This is an optimization exercise on Yosys and OpenROAD, whose aim is small area, a short achievable clock period and few clock cycles per item, not a production implementation.
In this exercise RTL edits were held to simulation tests only and were not proved equivalent to the original.
Power and IR drop assume default switching activity.

==> design.v <==
`timescale 1ns / 1ps
package cifa_pkg;
  localparam int DataWidthDef = 64;
  typedef enum logic [2:0] {
    CMD_ADD = 3'd0,
    CMD_SUB = 3'd1,
    CMD_MUL = 3'd2,
    CMD_DIV = 3'd3,
    CMD_MOD = 3'd4,
    CMD_POW = 3'd5,
    CMD_MIN = 3'd6,
    CMD_MAX = 3'd7
  } op_t;
  typedef enum logic [1:0] {
    ST_OK     = 2'd0,
    ST_OVF    = 2'd1,
    ST_DIV0   = 2'd2,
    ST_NEGEXP = 2'd3
  } status_t;
  typedef enum logic [2:0] {
    S_IDLE,
    S_EVAL,
    S_RUN,
    S_COMMIT,
    S_FIN
  } state_t;
  typedef struct packed {
    logic load;
    logic eval;
    logic step;
    logic commit;
    logic emit;
  } ctrl_cmd_t;
  typedef struct packed {
    logic go_unit;
    logic unit_done;
    logic pow_more;
    logic last;
  } dp_stat_t;
endpackage
`timescale 1ns / 1ps
module cifa_datapath #(
  parameter int DW = cifa_pkg::DataWidthDef
) (
  input  logic                 clk,
  input  logic                 rst_n,
  input  cifa_pkg::ctrl_cmd_t            cmd,
  output cifa_pkg::dp_stat_t             stat,
  input  logic [2:0]           in_command,
  input  logic signed [DW-1:0] in_operand,
  input  logic                 in_last,
  output logic signed [DW-1:0] out_value,
  output logic [1:0]           out_status
);
  localparam int CW = $clog2(DW);
  localparam logic [DW-1:0] LIMIT   = {1'b0, {(DW-1){1'b1}}};
  localparam logic [DW:0]   LIMIT_X = {2'b00, {(DW-1){1'b1}}};
  localparam logic [DW-1:0] EXP_MAX = DW'(DW - 1);
  localparam logic [CW-1:0] CNT_TOP = CW'(DW - 1);
  localparam logic [CW-1:0] PE_ONE  = CW'(1);
  cifa_pkg::op_t            cmd_r, cmd_nxt;
  logic           xneg_r, xneg_nxt;
  logic [DW-1:0]  xmag_r, xmag_nxt;
  logic           last_r, last_nxt;
  logic           acc_neg_r, acc_neg_nxt;
  logic [DW-1:0]  acc_mag_r, acc_mag_nxt;
  cifa_pkg::status_t        err_r, err_nxt;
  logic           open_r, open_nxt;
  logic [DW-1:0]  mp_r, mp_nxt;
  logic [DW-1:0]  mq_r, mq_nxt;
  logic [CW-1:0]  cnt_r, cnt_nxt;
  logic [CW-1:0]  pe_r, pe_nxt;
  logic           movf_r, movf_nxt;
  logic [DW-1:0]  out_value_r, out_value_nxt;
  cifa_pkg::status_t        out_status_r, out_status_nxt;
  logic [DW-1:0]  op_u;
  logic           bad, active, go_mul, go_div, go_pow, div_mode;
  logic           bneg, same, lt, gt, seed_neg;
  logic [DW:0]    sum;
  logic [DW-1:0]  as_mag;
  logic           as_neg, as_ovf;
  logic [DW-1:0]  sh;
  logic [DW:0]    msum;
  assign op_u     = in_operand;
  assign bad      = xmag_r > LIMIT;
  assign active   = open_r && (err_r == cifa_pkg::ST_OK) && !bad;
  assign go_mul   = active && (cmd_r == cifa_pkg::CMD_MUL);
  assign go_div   = active && ((cmd_r == cifa_pkg::CMD_DIV) || (cmd_r == cifa_pkg::CMD_MOD)) && (xmag_r != '0);
  assign go_pow   = active && (cmd_r == cifa_pkg::CMD_POW) && !xneg_r && (xmag_r != '0)
                    && (acc_mag_r > DW'(1)) && (xmag_r <= EXP_MAX);
  assign div_mode = (cmd_r == cifa_pkg::CMD_DIV) || (cmd_r == cifa_pkg::CMD_MOD);
  assign stat.go_unit   = go_mul || go_div || go_pow;
  assign stat.unit_done = cnt_r == '0;
  assign stat.pow_more  = (cmd_r == cifa_pkg::CMD_POW) && !movf_r && (pe_r != PE_ONE);
  assign stat.last      = last_r;
  assign bneg = (cmd_r == cifa_pkg::CMD_SUB) ? (!xneg_r && (xmag_r != '0)) : xneg_r;
  assign same = acc_neg_r == bneg;
  assign sum  = {1'b0, acc_mag_r} + {1'b0, xmag_r};
  always_comb begin
    as_ovf = 1'b0;
    if (same) begin
      as_mag = sum[DW-1:0];
      as_neg = acc_neg_r;
      as_ovf = sum > LIMIT_X;
    end else if (acc_mag_r >= xmag_r) begin
      as_mag = acc_mag_r - xmag_r;
      as_neg = acc_neg_r;
    end else begin
      as_mag = xmag_r - acc_mag_r;
      as_neg = bneg;
    end
  end
  assign lt = (acc_neg_r && !xneg_r) || (!acc_neg_r && !xneg_r && (acc_mag_r < xmag_r))
              || (acc_neg_r && xneg_r && (acc_mag_r > xmag_r));
  assign gt = (!acc_neg_r && xneg_r) || (!acc_neg_r && !xneg_r && (acc_mag_r > xmag_r))
              || (acc_neg_r && xneg_r && (acc_mag_r < xmag_r));
  assign seed_neg = (last_r && (cmd_r == cifa_pkg::CMD_SUB)) ? (!xneg_r && (xmag_r != '0)) : xneg_r;
  assign sh   = {mp_r[DW-2:0], mq_r[DW-1]};
  assign msum = {mp_r, 1'b0} + (mq_r[DW-1] ? {1'b0, acc_mag_r} : '0);
  always_comb begin
    cmd_nxt        = cmd_r;
    xneg_nxt       = xneg_r;
    xmag_nxt       = xmag_r;
    last_nxt       = last_r;
    acc_neg_nxt    = acc_neg_r;
    acc_mag_nxt    = acc_mag_r;
    err_nxt        = err_r;
    open_nxt       = open_r;
    mp_nxt         = mp_r;
    mq_nxt         = mq_r;
    cnt_nxt        = cnt_r;
    pe_nxt         = pe_r;
    movf_nxt       = movf_r;
    out_value_nxt  = out_value_r;
    out_status_nxt = out_status_r;
    if (cmd.load) begin
      cmd_nxt  = cifa_pkg::op_t'(in_command);
      xneg_nxt = op_u[DW-1];
      xmag_nxt = op_u[DW-1] ? (~op_u + DW'(1)) : op_u;
      last_nxt = in_last;
    end
    if (cmd.eval) begin
      if (!open_r) begin
        open_nxt = 1'b1;
        if (bad) begin
          err_nxt     = cifa_pkg::ST_OVF;
          acc_neg_nxt = 1'b0;
          acc_mag_nxt = '0;
        end else begin
          err_nxt     = cifa_pkg::ST_OK;
          acc_neg_nxt = seed_neg;
          acc_mag_nxt = xmag_r;
        end
      end else if (err_r == cifa_pkg::ST_OK) begin
        if (bad) begin
          err_nxt = cifa_pkg::ST_OVF;
        end else if (go_mul || go_div || go_pow) begin
          mp_nxt   = '0;
          cnt_nxt  = CNT_TOP;
          movf_nxt = 1'b0;
          pe_nxt   = xmag_r[CW-1:0];
          if (go_mul) begin
            mq_nxt = xmag_r;
          end else if (go_div) begin
            mq_nxt = acc_mag_r;
          end else begin
            mq_nxt = DW'(1);
          end
        end else begin
          case (cmd_r)
            cifa_pkg::CMD_ADD, cifa_pkg::CMD_SUB: begin
              if (as_ovf) begin
                err_nxt = cifa_pkg::ST_OVF;
              end else begin
                acc_neg_nxt = as_neg && (as_mag != '0);
                acc_mag_nxt = as_mag;
              end
            end
            cifa_pkg::CMD_DIV, cifa_pkg::CMD_MOD: begin
              err_nxt = cifa_pkg::ST_DIV0;
            end
            cifa_pkg::CMD_POW: begin
              if (xneg_r) begin
                err_nxt = cifa_pkg::ST_NEGEXP;
              end else if (xmag_r == '0) begin
                acc_neg_nxt = 1'b0;
                acc_mag_nxt = DW'(1);
              end else if (acc_mag_r <= DW'(1)) begin
                acc_neg_nxt = acc_neg_r && xmag_r[0];
              end else begin
                err_nxt = cifa_pkg::ST_OVF;
              end
            end
            cifa_pkg::CMD_MIN: begin
              if (!lt) begin
                acc_neg_nxt = xneg_r;
                acc_mag_nxt = xmag_r;
              end
            end
            cifa_pkg::CMD_MAX: begin
              if (!gt) begin
                acc_neg_nxt = xneg_r;
                acc_mag_nxt = xmag_r;
              end
            end
            default: begin
              err_nxt = err_r;
            end
          endcase
        end
      end
    end
    if (cmd.step) begin
      cnt_nxt = cnt_r - CW'(1);
      if (div_mode) begin
        if (sh >= xmag_r) begin
          mp_nxt = sh - xmag_r;
          mq_nxt = {mq_r[DW-2:0], 1'b1};
        end else begin
          mp_nxt = sh;
          mq_nxt = {mq_r[DW-2:0], 1'b0};
        end
      end else begin
        mq_nxt = {mq_r[DW-2:0], 1'b0};
        if (!movf_r) begin
          if (msum > LIMIT_X) begin
            movf_nxt = 1'b1;
          end else begin
            mp_nxt = msum[DW-1:0];
          end
        end
      end
    end
    if (cmd.commit) begin
      case (cmd_r)
        cifa_pkg::CMD_MUL: begin
          if (movf_r) begin
            err_nxt = cifa_pkg::ST_OVF;
          end else begin
            acc_neg_nxt = (acc_neg_r ^ xneg_r) && (mp_r != '0);
            acc_mag_nxt = mp_r;
          end
        end
        cifa_pkg::CMD_DIV: begin
          acc_neg_nxt = (acc_neg_r ^ xneg_r) && (mq_r != '0);
          acc_mag_nxt = mq_r;
        end
        cifa_pkg::CMD_MOD: begin
          acc_neg_nxt = acc_neg_r && (mp_r != '0);
          acc_mag_nxt = mp_r;
        end
        cifa_pkg::CMD_POW: begin
          if (movf_r) begin
            err_nxt = cifa_pkg::ST_OVF;
          end else if (pe_r == PE_ONE) begin
            acc_neg_nxt = acc_neg_r && xmag_r[0];
            acc_mag_nxt = mp_r;
          end else begin
            pe_nxt   = pe_r - CW'(1);
            mp_nxt   = '0;
            mq_nxt   = mp_r;
            cnt_nxt  = CNT_TOP;
            movf_nxt = 1'b0;
          end
        end
        default: begin
          err_nxt = err_r;
        end
      endcase
    end
    if (cmd.emit) begin
      out_status_nxt = err_r;
      if (err_r == cifa_pkg::ST_OK) begin
        out_value_nxt = acc_neg_r ? (~acc_mag_r + DW'(1)) : acc_mag_r;
      end else begin
        out_value_nxt = '0;
      end
      open_nxt    = 1'b0;
      err_nxt     = cifa_pkg::ST_OK;
      acc_neg_nxt = 1'b0;
      acc_mag_nxt = '0;
    end
  end
  always_ff @(posedge clk) begin
    if (!rst_n) begin
      acc_neg_r <= 1'b0;
      acc_mag_r <= '0;
      err_r     <= cifa_pkg::ST_OK;
      open_r    <= 1'b0;
      cnt_r     <= '0;
    end else begin
      acc_neg_r <= acc_neg_nxt;
      acc_mag_r <= acc_mag_nxt;
      err_r     <= err_nxt;
      open_r    <= open_nxt;
      cnt_r     <= cnt_nxt;
    end
  end
  always_ff @(posedge clk) begin
    cmd_r        <= cmd_nxt;
    xneg_r       <= xneg_nxt;
    xmag_r       <= xmag_nxt;
    last_r       <= last_nxt;
    mp_r         <= mp_nxt;
    mq_r         <= mq_nxt;
    pe_r         <= pe_nxt;
    movf_r       <= movf_nxt;
    out_value_r  <= out_value_nxt;
    out_status_r <= out_status_nxt;
  end
  assign out_value  = out_value_r;
  assign out_status = out_status_r;
endmodule
`timescale 1ns / 1ps
module cifa_ctrl (
  input  logic      clk,
  input  logic      rst_n,
  input  logic      in_valid,
  output logic      in_ready,
  output logic      out_valid,
  input  logic      out_ready,
  input  cifa_pkg::dp_stat_t  stat,
  output cifa_pkg::ctrl_cmd_t cmd
);
  cifa_pkg::state_t state_r, state_nxt;
  logic   out_valid_r, out_valid_nxt;
  logic   can_emit;
  assign can_emit = !out_valid_r || out_ready;
  always_comb begin
    state_nxt = state_r;
    case (state_r)
      cifa_pkg::S_IDLE: begin
        if (in_valid) begin
          state_nxt = cifa_pkg::S_EVAL;
        end
      end
      cifa_pkg::S_EVAL: begin
        state_nxt = stat.go_unit ? cifa_pkg::S_RUN : cifa_pkg::S_FIN;
      end
      cifa_pkg::S_RUN: begin
        if (stat.unit_done) begin
          state_nxt = cifa_pkg::S_COMMIT;
        end
      end
      cifa_pkg::S_COMMIT: begin
        state_nxt = stat.pow_more ? cifa_pkg::S_RUN : cifa_pkg::S_FIN;
      end
      cifa_pkg::S_FIN: begin
        if (!stat.last || can_emit) begin
          state_nxt = cifa_pkg::S_IDLE;
        end
      end
      default: begin
        state_nxt = cifa_pkg::S_IDLE;
      end
    endcase
  end
  always_comb begin
    cmd      = '0;
    in_ready = 1'b0;
    case (state_r)
      cifa_pkg::S_IDLE: begin
        in_ready = 1'b1;
        cmd.load = in_valid;
      end
      cifa_pkg::S_EVAL: begin
        cmd.eval = 1'b1;
      end
      cifa_pkg::S_RUN: begin
        cmd.step = 1'b1;
      end
      cifa_pkg::S_COMMIT: begin
        cmd.commit = 1'b1;
      end
      cifa_pkg::S_FIN: begin
        cmd.emit = stat.last && can_emit;
      end
      default: begin
        cmd = '0;
      end
    endcase
  end
  always_comb begin
    if (cmd.emit) begin
      out_valid_nxt = 1'b1;
    end else if (out_ready) begin
      out_valid_nxt = 1'b0;
    end else begin
      out_valid_nxt = out_valid_r;
    end
  end
  always_ff @(posedge clk) begin
    if (!rst_n) begin
      state_r     <= cifa_pkg::S_IDLE;
      out_valid_r <= 1'b0;
    end else begin
      state_r     <= state_nxt;
      out_valid_r <= out_valid_nxt;
    end
  end
  assign out_valid = out_valid_r;
endmodule
`timescale 1ns / 1ps
module checked_integer_fold_alu_core #(
  parameter int DATA_WIDTH = cifa_pkg::DataWidthDef
) (
  input  logic                         clk,
  input  logic                         rst_n,
  input  logic                         in_valid,
  output logic                         in_ready,
  input  logic [2:0]                   in_command,
  input  logic signed [DATA_WIDTH-1:0] in_operand,
  input  logic                         in_last,
  output logic                         out_valid,
  input  logic                         out_ready,
  output logic signed [DATA_WIDTH-1:0] out_value,
  output logic [1:0]                   out_status
);
  cifa_pkg::ctrl_cmd_t cmd;
  cifa_pkg::dp_stat_t  stat;
  cifa_ctrl u_ctrl (
    .clk       (clk),
    .rst_n     (rst_n),
    .in_valid  (in_valid),
    .in_ready  (in_ready),
    .out_valid (out_valid),
    .out_ready (out_ready),
    .stat      (stat),
    .cmd       (cmd)
  );
  cifa_datapath #(
    .DW (DATA_WIDTH)
  ) u_datapath (
    .clk        (clk),
    .rst_n      (rst_n),
    .cmd        (cmd),
    .stat       (stat),
    .in_command (in_command),
    .in_operand (in_operand),
    .in_last    (in_last),
    .out_value  (out_value),
    .out_status (out_status)
  );
endmodule
==> run.sh <==
#!/bin/bash
# synth_recipe.tcl (not shown) runs the flow's synth.tcl, then flattens the netlist and writes it again
# the make line also repeats each setting of config.mk as NAME=value (left out here)
make -C /OpenROAD-flow-scripts/flow DESIGN_CONFIG=/design/flow/config.mk WORK_HOME=/design/flow/orfs CLKGATE_MAP_FILE= SYNTH_SCRIPT=/design/flow/synth_recipe.tcl finish
==> config.mk <==
export PLATFORM = sky130hd
export DESIGN_NAME = checked_integer_fold_alu_core
export DESIGN_NICKNAME = checked_integer_fold_alu_core
export VERILOG_FILES = /design/flow/design.v
export SDC_FILE = /design/flow/constraint.sdc
export NUM_CORES = 4
export LEC_CHECK = 0
export CAP_MARGIN = 20
export CORE_MARGIN = 2
export CORE_UTILIZATION = 40
export SLEW_MARGIN = 20
==> constraint.sdc <==
create_clock -name core_clock -period 9.0 [get_ports {clk}]
set_input_delay 1.8000 -clock core_clock [delete_from_list [all_inputs] [get_ports {clk}]]
set_output_delay 1.8000 -clock core_clock [all_outputs]
set_load 0.01 [all_outputs]
==> flow_summary.toml <==
[placement]
place.gp.congestion = 1.05
dpl.hpwl_mm = 168
place_area_um2 = 42700
dp.cells = 6703
port_buffers = 139

[critical_path]
path_buf_inv = 4
cp.depth = 19
crit_arrival_ns = 8.36
cp_max_fo = 33
worstSetupPathType = "flop to flop"
cpMostUsedCell = "nand4_1"
critPathLaunch = "u_datapath.xmag_r[63]$_SDFFCE_PN0P_"
end_kind = "flop"
reg2reg_depth = 19
cp_slowest_cell = "nor4_1"
crit_path_start_kind = "flop"
slowest_delay_ns = 0.99
path_cells = "inv_1 -> buf_4 -> ha_1 -> nand4_1 -> nor4_1 -> and3_1 -> nand4_1 -> and3_1 -> buf_4 -> nand2_1 -> buf_4 -> or3_1 -> nand4_1 -> a2111oi_0 -> nand4b_1 -> nor4_1 -> nand4_1 -> nor4_1 -> o21ai_0"
required_ns = 9.53
crit_family = "simple AND/OR/NAND/NOR gates"
r2r-start = "u_datapath.xmag_r[63]$_SDFFCE_PN0P_"

[layout]
drive_gt1_share_pct = 5.50
final_cell_area_um2 = 44400
nNetsFinal = 5876
syn_to_final_growth_pct = 10.8
final_common_cell = "a21oi_1"
final_cells = 6794
multi_input_area_um2 = 29600
fillers = 10300
final_cell_mix = "631 x a21oi_1, 560 x nor2_1, 435 x o21ai_0"
seq_area_um2 = 8320

[clocking]
h-tree-depth = 2
cts_buffer_depth = 3
cts_root_buf = "clkbuf_16"
holdBufCountCts = 0
path_clk_slew_ns = 0.06
clock_latency_ns = 0.68
cts_inserted_buffers = 48
cts_sinks = 348
cts-resized-gates = 0
tritoncts = "done"
cts_setup_buffers = 0

[sta]
tightest_slew_ns = 1.21
slew_violations = 0
slew-limit-headroom_pct = 18.5
fin_crit_ns = 7.83
setup_violations = 0
finalHoldViolCount = 0
fmax_mhz = 128
fin_crit_sh_pct = 87.0
rsz0062_at_grt = "false"
tns_ns = 0
fin_skew_ns = 0.0254

[yosys]
synthCells = 5518
synthAdderAreaFrac_pct = 11.0
synth_cell_types = 96
synthArstFlopShare_pct = 0
synth_mux_area_share_pct = 0.453
synthTopCellsByArea = "ha_1 11%, dfxtp_1 11%, edfxtp_1 10%"
synth-seq-cells = 348
yosysSeqAreaShare_pct = 20.8
ys_warn_count = 2
synth_xor_area_share_pct = 6.25
syn_area_um2 = 40100
synth-edff-count = 135
yosys_most_used_dff = "dfxtp_1"
synth_top_family_by_area = "compound AO/OA/AOI/OAI gates"
synth_compound_area_share_pct = 34.9
synth.net_count = 5939
synthSimpleGateAreaFrac_pct = 20.9
synth_top_cell_by_area = "ha_1"
synth.avg_cell_area_um2 = 7.26
synth_top_area_share_pct = 10.7

[floorplan]
die_x_um = 321
die-area_um2 = 103000
dieHeight_um = 321
start_util_pct = 40.2
core_um2 = 99700
pin_count = 140
rows = 116

[flow_run]
maxCapViolCount = 0

[global_route]
antenna_found_initial = 4
grt_pass1_wl_mm = 302
first_global_vias = 41900
grt_max_degree = 107
grtUsageTotal_pct = 40.0
gr-total-overflow = 0

[routing]
routed_wl_mm = 215
routed-via-count = 46800
postRouteAntennaNets = 0
route.met2.wl_mm = 83.3
drt-pass1-iter-count = 9
routed.top_layer = "met5"
viasPerCell = 6.88
drcViolationCount = 0
wl_per_cell_um = 31.6
dr_wl_met3_mm = 30.8
wirelength_met1_mm = 91.2
drt_iter0_drc = 8064

[worst_hold_path]
worstHoldPathType = "flop to flop"
hold_path_depth = 2
hp-start = "u_datapath.pe_r[5]$_DFF_P_"

[status]
status = "complete, no violations"

[pwr]
cellPowerDensity_nw_per_um2 = 167
ir_drop_uv = 151
p_leak_nw = 16.9
## logic make-up after synthesis
kind of cell,count (synthesis)
flip-flops,348
multiplexers,18
AND/OR/NAND/NOR,1751
XOR/XNOR,286
adder cells (fa/ha/maj),349
AO/OA/AOI/OAI,2149
buffers and inverters,617
## path summary, 6_finish.rpt
check | slack (ns) | endpoint
worst min register to register | 0.51 | u_datapath.pe_r[5]$_DFF_P_
worst max register to register | 1.17 | u_datapath.acc_neg_r$_SDFF_PP0_
worst min-delay path | 0.51 | u_datapath.pe_r[5]$_DFF_P_
worst max-delay path | 1.17 | u_datapath.acc_neg_r$_SDFF_PP0_
## synth_stat cells (50+ instances only)
| master | n |
|---|---|
| a211oi_1 | 50 |
| a221oi_1 | 102 |
| nand2_1 | 418 |
| o31ai_1 | 80 |
| edfxtp_1 | 135 |
| nand2b_1 | 51 |
| o21a_1 | 55 |
| a21o_1 | 119 |
| clkbuf_1 | 296 |
| nor2_1 | 565 |
| o21ai_0 | 436 |
| a31oi_1 | 69 |
| xor2_1 | 61 |
| o211ai_1 | 61 |
| nand4_1 | 107 |
| xnor2_1 | 225 |
| a22oi_1 | 120 |
| nor3_1 | 173 |
| dfxtp_1 | 213 |
| inv_1 | 256 |
| a21oi_1 | 632 |
| nor4_1 | 89 |
| nand3_1 | 107 |
| o21bai_1 | 93 |
| ha_1 | 344 |
## routing by layer
layer  vias up  GRT usage [%]
li1      20600              -
met1     22400           56.9
met2      3268           54.6
met3       465           14.0
met4         6           14.8
met5         -              0
## state kept, by name, indices dropped and copies added, names as in the netlist
name / count
u_datapath.acc_mag_r: 64
u_datapath.mp_r: 64
u_datapath.mq_r: 64
u_datapath.out_value_r: 64
u_datapath.xmag_r: 64
u_datapath.cnt_r: 6
u_datapath.pe_r: 6
u_ctrl.state_r: 3
u_datapath.cmd_r: 3
u_datapath.err_r: 2
u_datapath.out_status_r: 2
u_ctrl.out_valid_r: 1
u_datapath.acc_neg_r: 1
u_datapath.last_r: 1
u_datapath.movf_r: 1
u_datapath.open_r: 1
u_datapath.xneg_r: 1
## power by group
part           internal (mW)  switching [mW]  leakage (nW)
logic                  0.968            2.12          13.0
clock network           1.26           0.887         0.835
registers               1.84           0.363          3.06
total                   4.07            3.37          16.9
## tightest hold or removal path, delay by kind of cell, from the launching register on
kind             cells  cell delay [ns]
DFF                  1             0.31
and+or+nand+nor      2             0.15
## cell type report
type / count / share of cell area [%]
Sequential cell: 348 / 18.7
Clock inverter: 23 / 0.719
Multi-Input combinational cell: 4553 / 66.6
Antenna cell: 1 / 0.00564
Inverter: 258 / 2.18
Timing Repair Buffer: 246 / 4.96
Tap cell: 1298 / 3.66
Clock buffer: 67 / 3.12
## per-stage QoR
step / total power, mW / worst slack [ns] / hold WS [ns] / util (%)
floorplan: 3.98 / 1.87 / 0.472 / -
global placement: 5.16 / 1.67 / 0.494 / 42.8
detailed placement: 5.14 / 1.62 / 0.499 / 42.8
CTS: 7.27 / 1.59 / 0.507 / 44.5
global route: 7.66 / 1.11 / 0.530 / 44.5
finish: 7.44 / 1.17 / 0.510 / 44.5
Testbench counts, summed over its fixed seeds: cycles 290,170, items 12,004.

what the ideal ports hide:
In the flow no input, the clock included, has a driving cell. The finished layout below was timed again as built, in two steps. Step 1 sets driving cells, clkbuf_16 on the clock port and buf_2 on the other inputs (assumed; they add their load-dependent delay and slew). Step 2 times the ports against the registers' clock, not the clock port: input delays grow and output delays shrink by t, the midpoint of the rising clock arrivals with the driver on. Three values: no drivers, after step 1, after step 2; two values: the first two.
shift t [ns]: 0.744
setup slack, ns: 1.171 / 1.171 / 1.171
hold WS [ns]: 0.510 / 0.510 / 0.510
latest minus earliest clock arrival (ns): 0.027 / 0.026
pins driven straight from the clock port: 1
After both steps this run still meets setup and hold. For this run, drivers alone change the setup slack by 0.000 ns; drivers and shift together by 0.000 ns.
